What follows belongs to an exercise in optimizing a design on an open flow for small area and few clock cycles per item; a production flow would make more cautious choices.
Only simulation tests tie the RTL to the original design; equivalence was not proved.

## str_dot_top
module str_dot_top (
    input  logic               clk,
    input  logic               rst,
    input  logic [63:0]        in_a,
    input  logic [63:0]        in_b,
    input  logic               in_last,
    input  logic               in_valid,
    output logic               in_ready,
    output logic signed [14:0] out_dot,
    output logic signed [10:0] out_sum,
    output logic               out_last,
    output logic               out_valid,
    input  logic               out_ready
);
    logic [36:0] dot_d_q;
    wire  [36:0] dot_d_n = {c1351, i1352, c1346, c1340, s1348, c1338, c1313, c1311, s1337, s1335, c1305, i1314, c1271, s1310, s1270, s1268, c1141, s1212, c1139, s1208, c1055, s1140, c1052, s1132, s1054, i954, c845, s932, c1359, c741, c738, s846, s844, s842, s1358, s1356, s1354};
    logic [10:0] sum_d_q;
    wire  [10:0] sum_d_n = {sum_d_f[10], sum_d_f[9], sum_d_f[8], sum_d_f[7], sum_d_f[6], sum_d_f[5], sum_d_f[4], sum_d_f[3], sum_d_f[2], sum_d_f[1], sum_d_f[0]};
    wire lc1 = (in_a[0] & in_b[1]) & (in_a[1] & in_b[0]);
    wire lc2 = ((in_a[0] & in_b[2]) & (in_a[1] & in_b[1])) | ((in_a[0] & in_b[2]) & (in_a[2] & in_b[0])) | ((in_a[1] & in_b[1]) & (in_a[2] & in_b[0]));
  ...
Settings: LEC_CHECK=0, CAP_MARGIN=20, CORE_MARGIN=2, CORE_UTILIZATION=40, PLACE_DENSITY=0.6, SLEW_MARGIN=20, SYNTH_HIERARCHICAL=1; clock period 6.0 ns.
run.sh (not shown) runs the stock make flow with config.mk's settings and CLKGATE_MAP_FILE= SYNTH_SCRIPT=/design/flow/synth_recipe.tcl, a recipe that flattens the netlist after the stock synthesis.
The starting point finished but failed the layout checks on setup timing.
Testbench counts at the start, summed over its fixed seeds: cycles 2,056, items 2,048.
Change:
==> flow/flow/run.sh (new file) <==
#!/bin/bash
# Standard ORFS layout (the standard.sh, unchanged synthesis), with the port
# buffers made from the smallest plain buffer instead of the default choice.
set -euo pipefail
bash standard.sh BUFFER_PORTS_ARGS="-buffer_cell sky130_fd_sc_hd__buf_2" finish > flow.log 2>&1
==> flow/standard.sh (new file) <==
#!/bin/bash
# synth_recipe.tcl (not shown) runs the flow's synth.tcl, then flattens the netlist and writes it again
# the make line also repeats each setting of config.mk as NAME=value (left out here)
make -C /OpenROAD-flow-scripts/flow DESIGN_CONFIG=/design/flow/config.mk WORK_HOME=/design/flow/orfs CLKGATE_MAP_FILE= SYNTH_SCRIPT=/design/flow/synth_recipe.tcl "${@:-finish}"
- CORE_UTILIZATION: 40 -> 60
- CTS_BUF_LIST: unset -> sky130_fd_sc_hd__clkbuf_8
- GPL_TIMING_DRIVEN: unset -> 0
- PLACE_DENSITY: 0.6 -> 0.7
- SETUP_SLACK_MARGIN: unset -> 0.1
removed: flow/run.sh
Outcome:
- With this change the flow finished with timing, DRC and antenna clean
- wire length is lower by 13%
- synthesized area stays the same
- non-clock buffer count drops by 222
- first-iteration DRC count rises by 36%
- worst hold slack improves by 46 ps
Change:
- CORE_UTILIZATION: 60 -> 70
- PLACE_DENSITY: 0.7 -> 0.8
- SETUP_SLACK_MARGIN: 0.1 -> 0.05
Outcome: The new run completed with no timing, DRC or antenna violations. Synthesized area stays the same. Design area is lower by 3.8%. Worst setup slack got worse by 76 ps. Hold slack got worse by 6.0 ps. Sequential cell count does not change. Final cell count is lower by 4.5%. Sequential share of layout area is higher by 0.35 points. Routed wire length is higher by 0.35%. Clock-buffer cell count stays the same.

========
## the baseline
str_dot_top, a different RTL version from the one above (not shown whole).
Size: roughly 160 I/O pins.
## str_dot_top
module str_dot_top (
    input  logic               clk,
    input  logic               rst,
    input  logic [63:0]        in_a,
    input  logic [63:0]        in_b,
    input  logic               in_last,
    input  logic               in_valid,
    output logic               in_ready,
    output logic signed [14:0] out_dot,
    output logic signed [10:0] out_sum,
    output logic               out_last,
    output logic               out_valid,
    input  logic               out_ready
);
==> flow/config.mk <==
export PLATFORM = sky130hd
export DESIGN_NAME = str_dot_top
export DESIGN_NICKNAME = str_dot_top
export VERILOG_FILES = /design/flow/design.v
export SDC_FILE = /design/flow/constraint.sdc
export NUM_CORES = 4
export LEC_CHECK = 0
export CAP_MARGIN = 20
export CORE_MARGIN = 2
export CORE_UTILIZATION = 70
export CTS_BUF_LIST = sky130_fd_sc_hd__clkbuf_8
export GPL_TIMING_DRIVEN = 0
export PLACE_DENSITY = 0.8
export SETUP_SLACK_MARGIN = 0.05
export SLEW_MARGIN = 20
export SYNTH_HIERARCHICAL = 1
==> flow/constraint.sdc <==
create_clock -name core_clock -period 6.0 [get_ports {clk}]
set_input_delay 1.2000 -clock core_clock [delete_from_list [all_inputs] [get_ports {clk}]]
set_output_delay 1.2000 -clock core_clock [all_outputs]
set_load 0.01 [all_outputs]
standard.sh (not shown) runs the stock make flow with config.mk's settings and CLKGATE_MAP_FILE= SYNTH_SCRIPT=/design/flow/synth_recipe.tcl, a recipe that flattens the netlist after the stock synthesis.
==> flow/flow/run.sh <==
#!/bin/bash
# Standard ORFS layout (the standard.sh, unchanged synthesis), with the port
# buffers made from a small plain buffer instead of the default choice, and a
# clock tree without dummy loads.
set -euo pipefail
bash standard.sh BUFFER_PORTS_ARGS="-buffer_cell sky130_fd_sc_hd__buf_2" \
  CTS_ARGS="-sink_clustering_enable -repair_clock_nets -buf_list sky130_fd_sc_hd__clkbuf_8 -dont_use_dummy_load" \
  finish > flow.log 2>&1
The baseline went all the way through the flow, and no timing, DRC or antenna check failed.
Testbench counts of the baseline, summed over its fixed seeds: cycles 2,056, items 2,048.
Input-level comparison between the candidate and the baseline:
==> flow/flow/run.sh <==
#!/bin/bash
# Standard ORFS layout (the standard.sh, unchanged synthesis), with the port
# buffers made from the smallest plain buffer instead of the default choice.
set -euo pipefail
bash standard.sh BUFFER_PORTS_ARGS="-buffer_cell sky130_fd_sc_hd__buf_2" finish > flow.log 2>&1
## What came out
Share of layout cells above drive strength 1 essentially unchanged between the candidate and the baseline. Compared to the baseline, the routing of the candidate uses more wire. The candidate ends up with a relative area change from synthesis to final layout that is 0.25 points higher than in the baseline. [compare] base=the baseline new=the candidate: count of instances resized after the clock tree is built lower; worst endpoint data arrival time roughly the same.

========
str_dot_top, a different RTL version from the one above (not shown whole).
Size in the first run: ~41 flip-flops, roughly 15000 µm² of cells after synthesis.
Settings: LEC_CHECK=0, CAP_MARGIN=20, CORE_MARGIN=2, CORE_UTILIZATION=70, CTS_BUF_LIST=sky130_fd_sc_hd__clkbuf_8, GPL_TIMING_DRIVEN=0, PLACE_DENSITY=0.8, SETUP_SLACK_MARGIN=0.05, SLEW_MARGIN=20, SYNTH_HIERARCHICAL=1; clock period 6.0 ns.
run.sh (not shown) runs the stock make flow with config.mk's settings and CLKGATE_MAP_FILE= SYNTH_SCRIPT=/design/flow/synth_recipe.tcl, a recipe that flattens the netlist after the stock synthesis.
Stock flow here: none of the scripts above is used.
Testbench counts at the start, summed over its fixed seeds: cycles 2,056, items 2,048.
Next try:
==> flow/flow/run.sh (new file) <==
#!/bin/bash
# Standard ORFS layout (the standard.sh, unchanged synthesis), with the port
# buffers made from a small plain buffer instead of the default choice, and a
# clock tree without dummy loads.
set -euo pipefail
bash standard.sh BUFFER_PORTS_ARGS="-buffer_cell sky130_fd_sc_hd__buf_1" \
  CTS_ARGS="-sink_clustering_enable -repair_clock_nets -buf_list sky130_fd_sc_hd__clkbuf_8 -dont_use_dummy_load" \
  finish > flow.log 2>&1
==> flow/standard.sh (new file) <==
#!/bin/bash
# synth_recipe.tcl (not shown) runs the flow's synth.tcl, then flattens the netlist and writes it again
# the make line also repeats each setting of config.mk as NAME=value (left out here)
make -C /OpenROAD-flow-scripts/flow DESIGN_CONFIG=/design/flow/config.mk WORK_HOME=/design/flow/orfs CLKGATE_MAP_FILE= SYNTH_SCRIPT=/design/flow/synth_recipe.tcl "${@:-finish}"
removed: flow/run.sh
Outcome:
- worst setup slack improves by 7.9 ps
- routed wire length came out lower by 4.3%
- area after synthesis stays the same
- critical path depth is unchanged
- core utilization fell by 2.0 points
- maximum frequency barely changes
- first-iteration DRC count came out lower by 5.6%
Next try:
--- a/flow/flow/run.sh
+++ b/flow/flow/run.sh
@@ -4,5 +4,5 @@
 # clock tree without dummy loads.
 set -euo pipefail
-bash standard.sh BUFFER_PORTS_ARGS="-buffer_cell sky130_fd_sc_hd__buf_1" \
+bash standard.sh BUFFER_PORTS_ARGS="-buffer_cell sky130_fd_sc_hd__buf_2" \
   CTS_ARGS="-sink_clustering_enable -repair_clock_nets -buf_list sky130_fd_sc_hd__clkbuf_8 -dont_use_dummy_load" \
   finish > flow.log 2>&1
What happened:
- utilization rose by 0.18 points
- sequential share of layout area hardly moves
- count of clock-buffer cells in the layout does not change
Next try:
Settings changed: SETUP_SLACK_MARGIN 0.05 to default.
What happened: Sequential share of layout area stays flat; fmax stays flat; clock-buffer cell count is unchanged; worst setup slack degrades by 5.2 ps.
Next try:
Settings changed: CORE_UTILIZATION 70 to 80, PLACE_DENSITY 0.8 to 0.88, SETUP_SLACK_MARGIN from default to 0.05.
The new run passed the timing, design-rule and antenna checks.
Global-route usage came out higher by 8.4 points.
Maximum frequency barely changes.
Cell area is about the same.
Synthesized area is unchanged.
Count of clock-buffer cells in the layout stays the same.
Critical path depth does not change.
Worst setup slack gains 5.0 ps.

========
str_dot_top with an RTL version that a note above also has.
Size in the first run: about 1,300 cells after synthesis, ~50 flip-flops.
clock: 6.0 ns
lec_check: 0
cap_margin: 20
core_margin: 2
core_utilization: 40
gpl_timing_driven: 0
place_density: 0.6
slew_margin: 20
synth_hierarchical: 1
Stock flow here: none of the scripts above is used.
The baseline passed the timing, design-rule and antenna checks.
Testbench counts at the start, summed over its fixed seeds: cycles 2,056, items 2,048.
Change:
==> flow/flow/run.sh (new file) <==
#!/bin/bash
# Standard ORFS layout (the standard.sh, unchanged synthesis), with the port
# buffers made from the smallest plain buffer instead of the default choice.
set -euo pipefail
bash standard.sh BUFFER_PORTS_ARGS="-buffer_cell sky130_fd_sc_hd__buf_2" finish > flow.log 2>&1
==> flow/standard.sh (new file) <==
#!/bin/bash
# synth_recipe.tcl (not shown) runs the flow's synth.tcl, then flattens the netlist and writes it again
# the make line also repeats each setting of config.mk as NAME=value (left out here)
make -C /OpenROAD-flow-scripts/flow DESIGN_CONFIG=/design/flow/config.mk WORK_HOME=/design/flow/orfs CLKGATE_MAP_FILE= SYNTH_SCRIPT=/design/flow/synth_recipe.tcl "${@:-finish}"
--- a/flow/config.mk
+++ b/flow/config.mk
@@ -10 +10,4 @@
-export CORE_UTILIZATION = 40
+export CORE_UTILIZATION = 70
+export CTS_BUF_LIST = sky130_fd_sc_hd__clkbuf_8
+export CTS_CLUSTER_DIAMETER = 100
+export CTS_CLUSTER_SIZE = 30
@@ -12 +15,2 @@
-export PLACE_DENSITY = 0.6
+export PLACE_DENSITY = 0.8
+export SETUP_SLACK_MARGIN = 0.05
removed: flow/run.sh
The new run finished with timing, DRC and antenna clean.
Maximum frequency stays flat.
Critical path depth does not change.
Worst hold slack got worse by 0.020 ns.
Change:
==> flow/flow/run.sh (replaced) <==
#!/bin/bash
# Standard ORFS layout (the standard.sh, unchanged synthesis), with the port
# buffers made from a small plain buffer instead of the default choice, and a
# clock tree without dummy loads.
set -euo pipefail
bash standard.sh BUFFER_PORTS_ARGS="-buffer_cell sky130_fd_sc_hd__buf_2" \
  CTS_ARGS="-sink_clustering_enable -repair_clock_nets -buf_list sky130_fd_sc_hd__clkbuf_8 -dont_use_dummy_load" \
  finish > flow.log 2>&1
--- a/flow/config.mk
+++ b/flow/config.mk
@@ -12,2 +11,0 @@
-export CTS_CLUSTER_DIAMETER = 100
-export CTS_CLUSTER_SIZE = 30
What happened:
- via count falls slightly
- global-route usage stays flat
- worst hold slack improves by 0.015 ns
- setup slack degrades by 0.014 ns

-- afterwards: timing with drivers on the ports --
The flow's constraints put no driver on any port. The routed layouts listed below were extracted and timed again, unchanged, in two steps.
Step 1 assumes that a clkbuf_16 drives the clock port and a buf_2 every other input.
Step 2 times the ports against the registers' clock, not the clock port: input delays grow and output delays shrink by t, the midpoint of the rising clock arrivals with the driver on.
a / b / c = ideal / step 1 / step 2; a / b = the first two.
| run | t (ns) | setup slack, ns | hold WS [ns] | worst setup path after step 2 | pins driven straight from the clock port |
|---|---|---|---|---|---|
| the first run of note 1 | 0.334 | -0.067 / -0.080 / -0.414 | 0.988 / 0.988 / 0.988 | input to register | 1 |
| the second run of note 1 | 0.335 | 0.118 / 0.113 / -0.222 | 1.034 / 1.031 / 1.034 | input to register | 1 |
| the third run of note 1 | 0.354 | 0.042 / 0.047 / -0.307 | 1.028 / 1.021 / 1.088 | input to register | 1 |
| the baseline | 0.320 | 0.123 / 0.118 / -0.202 | 0.729 / 0.729 / 0.729 | input to register | 1 |
| the candidate | 0.332 | 0.136 / 0.129 / -0.202 | 0.734 / 0.734 / 0.734 | input to register | 1 |
| the first run of note 3 | 0.333 | 0.080 / 0.066 / -0.267 | 0.710 / 0.710 / 0.710 | input to register | 1 |
| the second run of note 3 | 0.321 | 0.088 / 0.090 / -0.231 | 0.720 / 0.720 / 0.720 | input to register | 1 |
| the third run of note 3 | 0.344 | 0.093 / 0.100 / -0.244 | 0.810 / 0.810 / 0.810 | input to register | 1 |
| the fourth run of note 3 | 0.343 | 0.088 / 0.100 / -0.243 | 0.810 / 0.810 / 0.810 | input to register | 1 |
| the fifth run of note 3 | 0.321 | 0.093 / 0.099 / -0.221 | 0.790 / 0.790 / 0.790 | input to register | 1 |
| the first run of note 4 | 0.329 | 0.049 / 0.049 / -0.266 | 1.047 / 1.047 / 1.047 | input to register | 1 |
| the second run of note 4 | 0.354 | 0.042 / 0.047 / -0.307 | 1.028 / 1.021 / 1.088 | input to register | 1 |
| the third run of note 4 | 0.348 | 0.028 / 0.025 / -0.323 | 1.042 / 1.035 / 1.083 | input to register | 1 |
Met with ideal ports but missed after step 2: setup timing in 12 of these runs. The setup slack of the third run of note 4, which loses most, moves by -0.003 ns with the drivers and by -0.351 ns with both steps.
